What follows belongs to an exercise in optimizing a design on an open flow for small area, a short achievable clock period and few clock cycles per item; a production flow would make more cautious choices. In this exercise RTL edits were held to simulation tests only and were not proved equivalent to the original. Power and IR drop assume default switching activity.

==> design.v <==
module pixel_frame_statistics_unit #(
    parameter int MAX_WIDTH  = 4096,
    parameter int MAX_HEIGHT = 4096
) (
    input  logic        i_clk,
    input  logic        i_rst_n,
    input  logic        i_cfg_we,
    input  logic [12:0] i_cfg_wdata,
    input  logic        i_pix_valid,
    output logic        o_pix_ready,
    input  logic [24:0] i_pix,
    output logic        o_rpt_valid,
    input  logic        i_rpt_ready,
    output logic [50:0] o_rpt
);
    logic [11:0] r_wm1;
    logic [11:0] r_col, r_row;
    logic [11:0] n_col;
    logic        r_first;               
    logic        r_ready;               
    logic        r_rep;                 
    logic [1:0]  r_kind;
    logic        r_last;                
    logic [23:0] r_bpos, r_dpos;        
    logic [23:0] r_bpix, r_dpix;        
    logic [9:0]  r_bsum, r_dsum;
    logic [23:0] r_max, r_min;          
    logic        p_valid;               
    logic [24:0] p_pix;
    logic [9:0]  p_sum;
    logic        p_wrap;                
    logic        accept, fold, taken;
    logic [9:0]  sum;
    logic        upd_b, upd_d;
    logic [2:0]  upd_max, upd_min;
    assign o_pix_ready = r_ready || (r_last && i_rpt_ready);
    assign accept      = i_pix_valid && o_pix_ready;
    assign fold        = p_valid;
    assign taken       = r_rep && i_rpt_ready;
    assign o_rpt_valid = r_rep;
    assign o_rpt       = {r_kind, r_bpos, r_bpix, r_last};
    function automatic logic gt_tree(input logic [15:0] a, input logic [15:0] b, input int n);
        logic [15:0] g, e;
        for (int i = 0; i < 16; i++) begin
            g[i] = (i < n) && a[i] && !b[i];
            e[i] = (i >= n) || !(a[i] ^ b[i]);
        end
        for (int d = 1; d < 16; d = d * 2) begin
            for (int i = 0; i + d < 16; i = i + 2 * d) begin
                g[i] = g[i + d] || (e[i + d] && g[i]);
                e[i] = e[i + d] && e[i];
            end
        end
        gt_tree = g[0];
    endfunction
    always_comb begin : b_sum
        logic [7:0] x, y, z;
        logic [8:0] cs, cc;             
        logic [8:0] g, t, p, gg, tt;
        x  = i_pix[24:17];
        y  = i_pix[16:9];
        z  = i_pix[8:1];
        cs = {1'b0, x ^ y ^ z};
        cc = {(x & y) | (x & z) | (y & z), 1'b0};
        g  = cs & cc;
        t  = cs | cc;
        p  = cs ^ cc;
        gg[0] = g[0];
        tt[0] = t[0];
        for (int i = 1; i < 9; i++) begin
            gg[i] = g[i] | ((t[i] & cs[i - 1]) & cc[i - 1]);
            tt[i] = t[i] & t[i - 1];
        end
        for (int d = 2; d < 9; d = d * 2) begin
            for (int i = 8; i >= d; i--) begin
                gg[i] = gg[i] | (tt[i] & gg[i - d]);
                tt[i] = tt[i] & tt[i - d];
            end
        end
        sum[0]   = p[0];
        sum[8:1] = p[8:1] ^ gg[7:0];
        sum[9]   = gg[8];
    end
    always_comb begin
        n_col = r_col;
        if (fold) begin
            if (p_pix[0] || p_wrap) n_col = '0;
            else                    n_col = r_col + 12'd1;
        end
    end
    always_ff @(posedge i_clk) begin
        p_pix  <= i_pix;
        p_sum  <= sum;
        if (fold && (p_pix[0] || p_wrap)) p_wrap <= r_wm1 == 12'd0;
        else p_wrap <= r_col >= r_wm1 || (fold && r_col + 12'd1 == r_wm1);
        if (!i_rst_n) p_valid <= 1'b0;
        else          p_valid <= accept;
    end
    always_ff @(posedge i_clk) begin
        if (!i_rst_n) begin
            r_wm1 <= 12'd639;
        end else if (i_cfg_we) begin
            if (i_cfg_wdata[12])
                r_wm1 <= 12'd4095;
            else if (i_cfg_wdata[11:0] == 12'd0)
                r_wm1 <= 12'd0;
            else
                r_wm1 <= i_cfg_wdata[11:0] - 12'd1;
        end
    end
    always_ff @(posedge i_clk) begin
        if (!i_rst_n) begin
            r_col   <= '0;
            r_row   <= '0;
            r_first <= 1'b1;
            r_ready <= 1'b1;
            r_rep   <= 1'b0;
            r_kind  <= 2'd0;
            r_last  <= 1'b0;
        end else begin
            r_col <= n_col;
            if (taken) begin
                r_kind <= r_kind + 2'd1;
                r_last <= r_kind == 2'd2;
                if (r_last) begin
                    r_rep   <= 1'b0;
                    r_ready <= 1'b1;
                end
            end
            if (accept && i_pix[0]) r_ready <= 1'b0;
            if (fold) begin
                r_first <= p_pix[0];
                if (p_pix[0]) begin
                    r_row <= '0;
                    r_rep <= 1'b1;
                end else if (p_wrap && r_row != 12'd4095) begin
                    r_row <= r_row + 12'd1;
                end
            end
        end
    end
    assign upd_b = fold && (r_first || gt_tree(16'(p_sum), 16'(r_bsum), 10));
    assign upd_d = fold && (r_first || gt_tree(16'(r_dsum), 16'(p_sum), 10));
    for (genvar i = 0; i < 3; i++) begin : g_ch
        assign upd_max[i] = fold && (r_first || gt_tree(16'(p_pix[8*i+1 +: 8]), 16'(r_max[8*i +: 8]), 8));
        assign upd_min[i] = fold && (r_first || gt_tree(16'(r_min[8*i +: 8]), 16'(p_pix[8*i+1 +: 8]), 8));
    end
    always_ff @(posedge i_clk) begin
        if (r_rep) begin
            if (i_rpt_ready) begin
                r_bpos <= r_dpos;
                r_bpix <= r_dpix;
                r_dpos <= '0;
                r_dpix <= r_max;
                r_max  <= r_min;
            end
        end else begin
            if (upd_b) begin
                r_bpos <= {r_col, r_row};
                r_bpix <= p_pix[24:1];
                r_bsum <= p_sum;
            end
            if (upd_d) begin
                r_dpos <= {r_col, r_row};
                r_dpix <= p_pix[24:1];
                r_dsum <= p_sum;
            end
            for (int i = 0; i < 3; i++) begin
                if (upd_max[i]) r_max[8*i +: 8] <= p_pix[8*i+1 +: 8];
                if (upd_min[i]) r_min[8*i +: 8] <= p_pix[8*i+1 +: 8];
            end
        end
    end
endmodule
==> flow/run.sh <==
#!/bin/bash
# The standard layout (the standard.sh, standard synthesis unchanged), with
# one change: the port buffers that placement inserts are sky130_fd_sc_hd__buf_2
# cells instead of the delay cells buffer_ports picks by default. Every input and
# output port still gets its own buffer; the resizer may still resize them.
set -euo pipefail
export BUFFER_PORTS_ARGS="-buffer_cell sky130_fd_sc_hd__buf_2"
bash standard.sh finish > standard_make.log 2>&1
==> standard.sh <==
#!/bin/bash
# synth_recipe.tcl (not shown) runs the flow's synth.tcl, then flattens the netlist and writes it again
# the make line also repeats each setting of config.mk as NAME=value (left out here)
make -C /OpenROAD-flow-scripts/flow DESIGN_CONFIG=/design/flow/config.mk WORK_HOME=/design/flow/orfs CLKGATE_MAP_FILE= SYNTH_SCRIPT=/design/flow/synth_recipe.tcl "${@:-finish}"
==> config.mk <==
export PLATFORM = sky130hd
export DESIGN_NAME = pixel_frame_statistics_unit
export DESIGN_NICKNAME = pixel_frame_statistics_unit
export VERILOG_FILES = /design/flow/design.v
export SDC_FILE = /design/flow/constraint.sdc
export NUM_CORES = 4
export LEC_CHECK = 0
export ABC_AREA = 1
export CAP_MARGIN = 20
export CORE_MARGIN = 2
export CORE_UTILIZATION = 55
export CTS_BUF_LIST = sky130_fd_sc_hd__clkbuf_16
export CTS_CLUSTER_DIAMETER = 80
export CTS_CLUSTER_SIZE = 20
export PLACE_DENSITY = 0.65
export SETUP_SLACK_MARGIN = 2.5
export SLEW_MARGIN = 20
export TNS_END_PERCENT = 10
==> constraint.sdc <==
create_clock -name core_clock -period 4.5 [get_ports {i_clk}]
set_input_delay 0.9000 -clock core_clock [delete_from_list [all_inputs] [get_ports {i_clk}]]
set_output_delay 0.9000 -clock core_clock [all_outputs]
set_load 0.01 [all_outputs]
==> run notes, run 1 <==
Timing:
- The time the worst path needs with I/O delays and setup is ~2.2 ns.
- The post-route worst setup slack is between 2 and 2.5 ns.
- The total count of max-transition violations in the final report came to 0.
- Setup repair after global routing could not meet its margin everywhere.
- The relative max-transition margin is 0.370.
- The part of the cycle the worst path needs is 0.489.
- The number of endpoints with negative hold slack in the final report was 0.
- The final sum of negative setup slack is 0 ns.
- Clock skew on the completed layout was measured at between 0.015 and 0.02 ns.
- Derived from the worst setup path, the maximum achievable clock frequency is roughly 450 MHz.
- For the pin with the worst max-slew slack, the measured transition is about 0.94 ns.
- The number of setup violations in the final report is 0.

Drt:
- The post-route antenna net violation count is 0.
- The number of design rule violations left after detail routing is 0.
- The routed layout has roughly 8300 vias.
- In this run, the number of DRC markers left after iteration 0 of detailed routing was a little over 500.
- The wire length per cell after detailed routing is 15.1 um.
- After detailed routing, the total wire length is between 20000 and 25000 um.
- The number of iterations in the first detailed-routing pass is 5.
- The post-detailed-route via-to-cell ratio is 5.22.

Flow run:
- The max-cap violation count is 0.

Synthesis:
- A synthesized cell averages just under 10 um^2.
- The prevailing post-synth register cell is sky130_fd_sc_hd__edfxtp_1.
- By area the synthesized netlist is led by sky130_fd_sc_hd__edfxtp_1, sky130_fd_sc_hd__dfxtp_1, sky130_fd_sc_hd__ha_1.
- The most frequently used cell type in the post-synthesis netlist is sky130_fd_sc_hd__nand2_1.
- After synthesis, the netlist uses 46 different library cells.
- The cell area after synthesis is ~12000 um^2.
- The commonest cells after synthesis are sky130_fd_sc_hd__nand2_1, sky130_fd_sc_hd__inv_1, sky130_fd_sc_hd__edfxtp_1.
- In this run, synthesis inferred 164 flip-flops with an integrated enable.
- The async set-reset flop share out of synthesis is 0.
- The share of synthesized area in the top cell type comes to 0.422.
- After technology mapping, the gate count stands at around 1200.
- The share of the Yosys chip area taken by registers is 0.558.
- The post-synth net total is 1348.
- For this run, the number of Yosys warnings is 1.
- sky130_fd_sc_hd__edfxtp_1 takes more of the synthesized area than any other cell.
- Counting flops and latches in the post-synthesis netlist gives 243.

Critical path:
- The data arrival at the endpoint of the critical path is approximately 1.3 ns.
- The largest stage delay on the critical path is 0.13 ns.
- Counting buffers and inverters, the worst setup path is 4 cells deep.
- For the worst flop-to-flop path, the logic depth is 9.
- The family of cells with the greatest summed delay on the critical path is buffers and inverters.
- The startpoint kind of the worst setup timing path is an input pin.
- The category of the worst setup path capture point is a primary output.
- The signal on the critical path passes through buf_8 > a21oi_4 > inv_1 > buf_2.
- The worst setup path is of the in2out kind.
- The sum of buffers and inverters on the critical path is 3.
- The cell with the biggest individual delay on the critical path is sky130_fd_sc_hd__buf_2.
- The required time of the critical path is roughly 3.6 ns.
- The maximum fanout count along the critical path is 2.

Final layout:
- The number of antenna diodes in the final layout is 0.
- Compared with the post-synthesis result, the final layout area differs by 13.7%.
- The filler-free cell count of the finished design is approximately 1600.
- The final design utilization is 0.634.
- The final net count is between 1000 and 1500.
- The fraction of final layout cells with drive strength greater than 1 is 0.131.

Clock network:
- The tree built by TritonCTS fans out to 243 sinks.
- After clock tree synthesis, the clock-pin slew on the worst setup and hold paths is around 0.080 ns.
- The clock tree root driver cell is sky130_fd_sc_hd__clkbuf_16.
- The CTS tree is yes.
- The later pin in the worst-skew pair is clocked with a latency of 0.49 ns.
- In this run the deepest clock path goes through 3 buffers.
- For this design, the CTS-stage hold fixing added 0 buffers.
- CTS built an H-tree with a depth of 1.
- In this run, CTS created clock tree buffers numbering 16.

Placed design:
- After detailed placement, the design holds a cell count of between 1500 and 2000.
- The congestion estimate from routability-driven global placement came to 0.839.
- The quantity of I/O buffers inserted on ports is between 90 and 100.
- The HPWL after detailed placement is 17000 um.
- Timing analysis after detailed placement gives a worst setup slack of between 1.5 and 2 ns.

Worst hold path:
- The kind of path behind the tightest hold check is reg2reg.
- The worst hold path depth is 0.

Floorplanning:
- In this run the count of I/O pins placed on the die edge is 96.
- In this run the vertical extent of the chip is ~150 um.
- The x dimension of the die is approximately 150 um.
- The core region is ~21000 um^2.
- The floorplan die area is 22400 um^2.
- The initial utilization of the core area, before any placement, comes to 0.558.
- The row count is 53.

Power and ir drop:
- The peak supply drop is between 0.2 and 0.3 mV.
- For this design the ratio of total power to cell area is about 360 nW/um^2.
- The static leakage is 0.00592 uW.
- After layout, the design draws a total of ~4800 uW.

Global routing:
- For this run the aggregate overflow at the end of global routing stands at 0.
- The overall fraction of global-route tracks in use is 0.220.
- The number of global-route vias before repair is 7696.
- The first global-routing pass estimated approximately 39000 um of wire.
- The initial antenna violation count is 0.
- The maximum number of pins on one net before global-route repair is between 40 and 50.

Status:
- The flow ran to the end and the layout has no timing, DRC or antenna violations.
## cell type report
class	instances	area, um^2
clock inverters	11	53.8
well taps	275	344
inverters	179	687
fillers	1763	7640
multi-input cells	763	4540
flip-flops and latches	243	6520
repair buffers	111	683
clock buffers	17	425
## final timing paths
kind | to | start | slack (ns)
worst max-delay path | o_pix_ready | i_rpt_ready | 2.30
worst min-delay path | r_bsum[5] | p_sum[5] | 0.46
worst max register to register | r_dsum[5] | r_dsum[5] | 2.47
worst min register to register | r_bsum[5] | p_sum[5] | 0.46
## worst register-to-register path, cell delays in order (launching register included)
cell and delay (ns):
sky130_fd_sc_hd__edfxtp_1 0.42, sky130_fd_sc_hd__ha_4 0.26, sky130_fd_sc_hd__a21oi_2 0.13, sky130_fd_sc_hd__nor2_1 0.05, sky130_fd_sc_hd__a211o_1 0.23, sky130_fd_sc_hd__o21bai_1 0.13, sky130_fd_sc_hd__nand2_1 0.11, sky130_fd_sc_hd__nand2_4 0.17
sky130_fd_sc_hd__clkinvlp_4 0.10, sky130_fd_sc_hd__buf_4 0.18
## registers in the layout, indices dropped and copies added (netlist names)
name and cells:
p_pix 25, p_sum 10, p_valid 1, p_wrap 1, r_bpix 24, r_bpos 24
r_bsum 10, r_col 12, r_dpix 24, r_dpos 24, r_dsum 10, r_first 1
r_kind 2, r_last 1, r_max 24, r_min 24, r_ready 1, r_rep 1
r_row 12, r_wm1 12
## through the flow
step | area (um^2) | hold WS [ns]
3_5_place_dp | 12400 | 0.465
2_1_floorplan | 11700 | 0.426
5_1_grt | 13300 | 0.473
4_1_cts | 13100 | 0.478
3_3_place_gp | 12400 | 0.461
6_report | 13300 | 0.464
## report_power, final
part           total [uW]  internal [uW]  switching [uW]
Clock                1420            694             729
Sequential           2690           2590             100
Combinational         685            271             414
## what timing repair did
item / 4_1_cts / 5_1_grt
setup buffers: 7 / 5
endpoints found under the setup margin: 116 / 167
cloned: 3 / 2
resized for setup: 15 / 17
pin swaps: 3 / 7
## cells by family after synthesis
group	after synthesis	share of synthesized area
AO/OA/AOI/OAI	180	0.0857
XOR/XNOR	13	0.00977
adder cells (fa/ha/maj)	98	0.110
buffers and inverters	205	0.0671
flip-flops	243	0.558
AND/OR/NAND/NOR	468	0.169
## routing by layer
| metal | up-vias | global-route usage | wire (um) |
|---|---|---|---|
| met2 | 216 | 0.349 | 10800 |
| li1 | 4258 | - | - |
| met3 | 23 | 0.0268 | 1360 |
| met5 | - | 0 | 0 |
| met4 | 0 | 0.0448 | 353 |
| met1 | 3849 | 0.328 | 11600 |
## placed cells by master, fill, tap and decap left out, drive strengths merged, types with 3 or more instances in the layout
cell type,instances
clkbuf,17
a31oi,3
nand4,14
nor3b,4
edfxtp,164
nor4,5
o21bai,3
a211o,3
dfxtp,79
inv,187
o211ai,4
o21a,6
xor2,11
buf,110
a31o,5
nand2,299
a211oi,5
o21ai,76
nor2,76
ha,90
a21oi,69
nor3,11
fa,8
nand3,58
Testbench counts, summed over its fixed seeds: cycles 32,511, pixels 31,687.
==> run 2, diff against run 1 <==
--- a/config.mk
+++ b/config.mk
@@ -8,11 +8,11 @@
 export ABC_AREA = 1
 export CAP_MARGIN = 20
 export CORE_MARGIN = 2
-export CORE_UTILIZATION = 55
-export CTS_BUF_LIST = sky130_fd_sc_hd__clkbuf_16
-export CTS_CLUSTER_DIAMETER = 80
-export CTS_CLUSTER_SIZE = 20
-export PLACE_DENSITY = 0.65
+export CORE_UTILIZATION = 60
+export CTS_BUF_LIST = sky130_fd_sc_hd__clkbuf_8
+export CTS_CLUSTER_DIAMETER = 50
+export CTS_CLUSTER_SIZE = 12
+export PLACE_DENSITY = 0.7
 export SETUP_SLACK_MARGIN = 2.5
 export SLEW_MARGIN = 20
 export TNS_END_PERCENT = 10
==> run 2 against run 1 <==
  * Still clean on timing, DRC and antenna
  * Routed wire length up 0.31%
  * Sequential cell count stayed put
  * Clock power about the same
  * Via count increased by 0.55%
  * Cell count is essentially flat
  * Combinational power up 3.4%
  * Critical endpoint unchanged
  * Largest power group unchanged
==> run notes, run 2 <==
Power and ir drop:
- The static leakage is 0.00594 uW.
- VDD sags by at most 0.357 mV.
- Power spread over the standard cell area amounts to about 360 nW/um^2.

Synthesis:
- The most frequently used cell type in the post-synthesis netlist is sky130_fd_sc_hd__nand2_1.
- When the netlist entered floorplanning its net count stood at 1348.
- The average instance in the mapped netlist occupies a little under 10 um^2.
- The async set-reset flop share out of synthesis is 0.
- The share of synthesized area in the top cell type comes to 0.422.
- The count of synthesis-stage warnings from yosys is 1.
- Synthesis instantiated 46 different standard cells from the library.
- The mapped netlist covers between 10000 and 15000 um^2.
- The cell count after synthesis came out at 1207.
- The cell type with the highest aggregate area in the netlist is sky130_fd_sc_hd__edfxtp_1.
- The commonest cells after synthesis are sky130_fd_sc_hd__nand2_1, sky130_fd_sc_hd__inv_1, sky130_fd_sc_hd__edfxtp_1.
- Yosys mapped a number of flops with a built-in enable equal to 164.
- The number of storage elements in the synthesis netlist is 243.
- In the post-synthesis netlist, the biggest area contributors are sky130_fd_sc_hd__edfxtp_1, sky130_fd_sc_hd__dfxtp_1, sky130_fd_sc_hd__ha_1.
- The most used flip-flop cell after synthesis is sky130_fd_sc_hd__edfxtp_1.
- Of the synthesized area, sequential elements account for 0.558.

Floorplanning:
- The row count is 50.
- The area of the core is 18900 um^2.
- The die boundary height is approximately 140 um.
- The initial utilization of the core area, before any placement, comes to 0.617.
- The floorplan step defined a die boundary enclosing between 20000 and 25000 um^2.
- The I/O pin total is 96.
- Measured along the x axis, the die boundary spans between 100 and 150 um.

Timing:
- Subtracting the final worst setup slack from the clock period gives around 2.2 ns.
- The total count of max-transition violations in the final report is 0.
- The worst clock skew on the final layout is roughly 0.026 ns.
- The number of setup violations in the final report is 0.
- The number of endpoints with negative hold slack in the final report is 0.
- Of the available clock period, the critical path in the final layout requires 0.486.
- After routing, the total negative slack on setup checks comes to 0 ns.
- The maximum clock frequency is ~460 MHz.
- The relative max-transition margin is 0.400.
- Setup repair after global routing could not meet its margin everywhere.
- At the pin with the least slew margin, the transition time is about 0.90 ns.

Final layout:
- The library cells used most frequently in the layout, excluding fill and tap cells, are sky130_fd_sc_hd__nand2_1, sky130_fd_sc_hd__inv_1, sky130_fd_sc_hd__edfxtp_1.
- The antenna diode instance count is 0.
- The most flop-heavy register is p_pix.
- From synthesis to final layout, the design area changed by 13.5%.
- At the end of the flow the core is filled with cells to 0.700.
- The final net count is approximately 1500.
- The register with the most flip-flops in the layout has 25 of them.
- In the final layout, the share of cells above drive strength 1 is 0.138.
- The library cell used most frequently in the layout, excluding fill and tap cells, is sky130_fd_sc_hd__nand2_1.
- After routing the design area is 13200 um^2.

Drt:
- After detailed routing, the number of remaining DRC violations is 0.
- The number of iterations in the first detailed-routing pass is 5.
- After detailed routing, the total wire length is around 24000 um.
- The post-route antenna net violation count is 0.
- The routed layout has around 8400 vias.
- In the routed layout, each cell is associated on average with a via count of between 5 and 6.
- The wire length per cell after detailed routing is 15.2 um.
- The number of violations reported at the end of detailed-routing iteration 0 is 547.

Critical path:
- The kind of cell with the highest combined delay along the critical path is buffers and inverters.
- Along the worst path, the maximum fanout reaches 2.
- For this design, the slowest cell found on the critical path is sky130_fd_sc_hd__buf_2.
- The critical path goes through buf_8 > a21oi_4 > inv_1 > buf_2.
- STA classifies the critical path startpoint as an input pin.
- Data on the critical path arrives at its endpoint at approximately 1.3 ns.
- STA puts the critical path data required time at 3.60 ns.
- The largest stage delay on the critical path is 0.13 ns.
- The critical path in this run is classified as in2out.
- The worst setup path is captured at a primary output.
- For flop-to-flop paths, the worst setup slack is roughly 2.5 ns.
- Together, buffers and inverters on the worst path number 3.

Clock network:
- The level count of the clock H-tree is 1.
- In this run the deepest clock path goes through 3 buffers.
- Clock tree synthesis inserted a total of 25 buffers.
- The clock reaches the later pin of the worst-skew pair after around 0.56 ns.
- The CTS tree is yes.
- After clock tree synthesis, the clock-pin slew on the worst setup and hold paths is 0.08 ns.
- For this design, the sink count on the clock tree is around 240.
- The cell sitting at the root of the clock tree is a sky130_fd_sc_hd__clkbuf_8.

Global routing:
- The initial antenna violation count came to 0.
- The first global-routing pass estimated 39200 um of wire.
- The number of global-route vias before repair was 7971.
- Across every metal layer, demand over resource in global routing totals 0.241.
- Entering global routing, the biggest net connects 46 pins.
- The total overflow left after global routing is 0.

Status:
- The run finished with no timing, DRC or antenna violations.

Placed design:
- In this run the tool buffered the top-level ports with 95 buffer cells.
- The total half-perimeter wirelength after legalization and detailed placement is around 17000 um.
- The placed standard-cell area is ~12000 um^2.
- The final weighted congestion in routability-driven placement is about 0.89.

Flow run:
- Across the run, the number of max-cap violations was 0.

Worst hold path:
- The kind of path behind the tightest hold check is in2reg.
## run 2: cell counts after synthesis
No cell type changed its count.
## run 2: per-layer routing
metal | wire length, um | GRT usage | share of wire
met5 | 0 | 0 | 0
met4 | 425 | 0.0542 | 0.018
met3 | 1280 | 0.0323 | 0.053
met2 | 11300 | 0.392 | 0.47
met1 | 11200 | 0.348 | 0.46
## run 2: final timing paths
path                    start           to  cells past startpoint
setup / recovery  i_rpt_ready  o_pix_ready                      4
hold / removal       i_pix[0]     p_pix[0]                      1
setup reg to reg     r_col[0]       p_wrap                     13
hold reg to reg      p_sum[1]    r_dsum[1]                      0
## run 2: cell families after synthesis
logic type / count (synthesis) / synth area share
AO/OA/AOI/OAI: 180 / 0.0857
AND/OR/NAND/NOR: 468 / 0.169
buffers and inverters: 205 / 0.0671
flip-flops: 243 / 0.558
adder cells (fa/ha/maj): 98 / 0.110
XOR/XNOR: 13 / 0.00977
## run 2: what timing repair did
action,4_1_cts,5_1_grt
gates cloned,3,0
hold endpoints to repair,0,0
setup buffers,9,0
setup endpoints to repair,250,185
gates resized for setup,22,16
pin swaps,2,3
hold buffers,0,0
## run 2: power by group
group / switching, uW / internal [uW] / total (uW) / leakage, uW
sequential: 100 / 2590 / 2690 / 0.00219
clock: 747 / 675 / 1420 / 0.000307
combinational: 429 / 279 / 708 / 0.00344
total: 1280 / 3540 / 4820 / 0.00594
## run 2: per-stage QoR
stage | instances | hold WS [ns] | setup slack [ns] | total power [uW]
after CTS | 1598 | 0.411 | 2.32 | 4820
after global placement | 1540 | 0.443 | 1.77 | 3340
after floorplan | 1207 | 0.426 | 2.12 | 3140
after detailed placement | 1540 | 0.455 | 1.74 | 3370
final | 1598 | 0.455 | 2.31 | 4820
after global routing | 1598 | 0.425 | 2.27 | 5050
## run 2: layout make-up
class                      count  area (um^2)
sequential                   243         6520
fill                        1498         5660
multi-input combinational    761         4530
inverter                     179          683
timing repair buffer         109          659
clock buffer                  27          372
tap                          260          325
clock inverter                19          136

re-timing with driven ports:
The flow's constraints put no driver on any port. The routed layouts listed below were extracted and timed again, unchanged, in two steps. Step 1 sets driving cells, clkbuf_16 on the clock port and buf_2 on the other inputs (assumed; they add their load-dependent delay and slew). Step 2 also shifts input and output timing later by t, the mid clock arrival at the registers, as if the neighbouring blocks saw the same clock. Slacks: no drivers / after step 1 / after step 2; pairs: no drivers / after step 1.
run	t (ns)	setup slack, ns	worst slew at a driven data input, ns
run 1	0.529	2.300 / 2.254 / 1.839	0.06
run 2	0.583	2.312 / 2.264 / 1.747	0.06
After both steps every run listed still meets setup and hold. The setup slack of run 2, which loses most, moves by -0.048 ns with the drivers and by -0.565 ns with both steps.
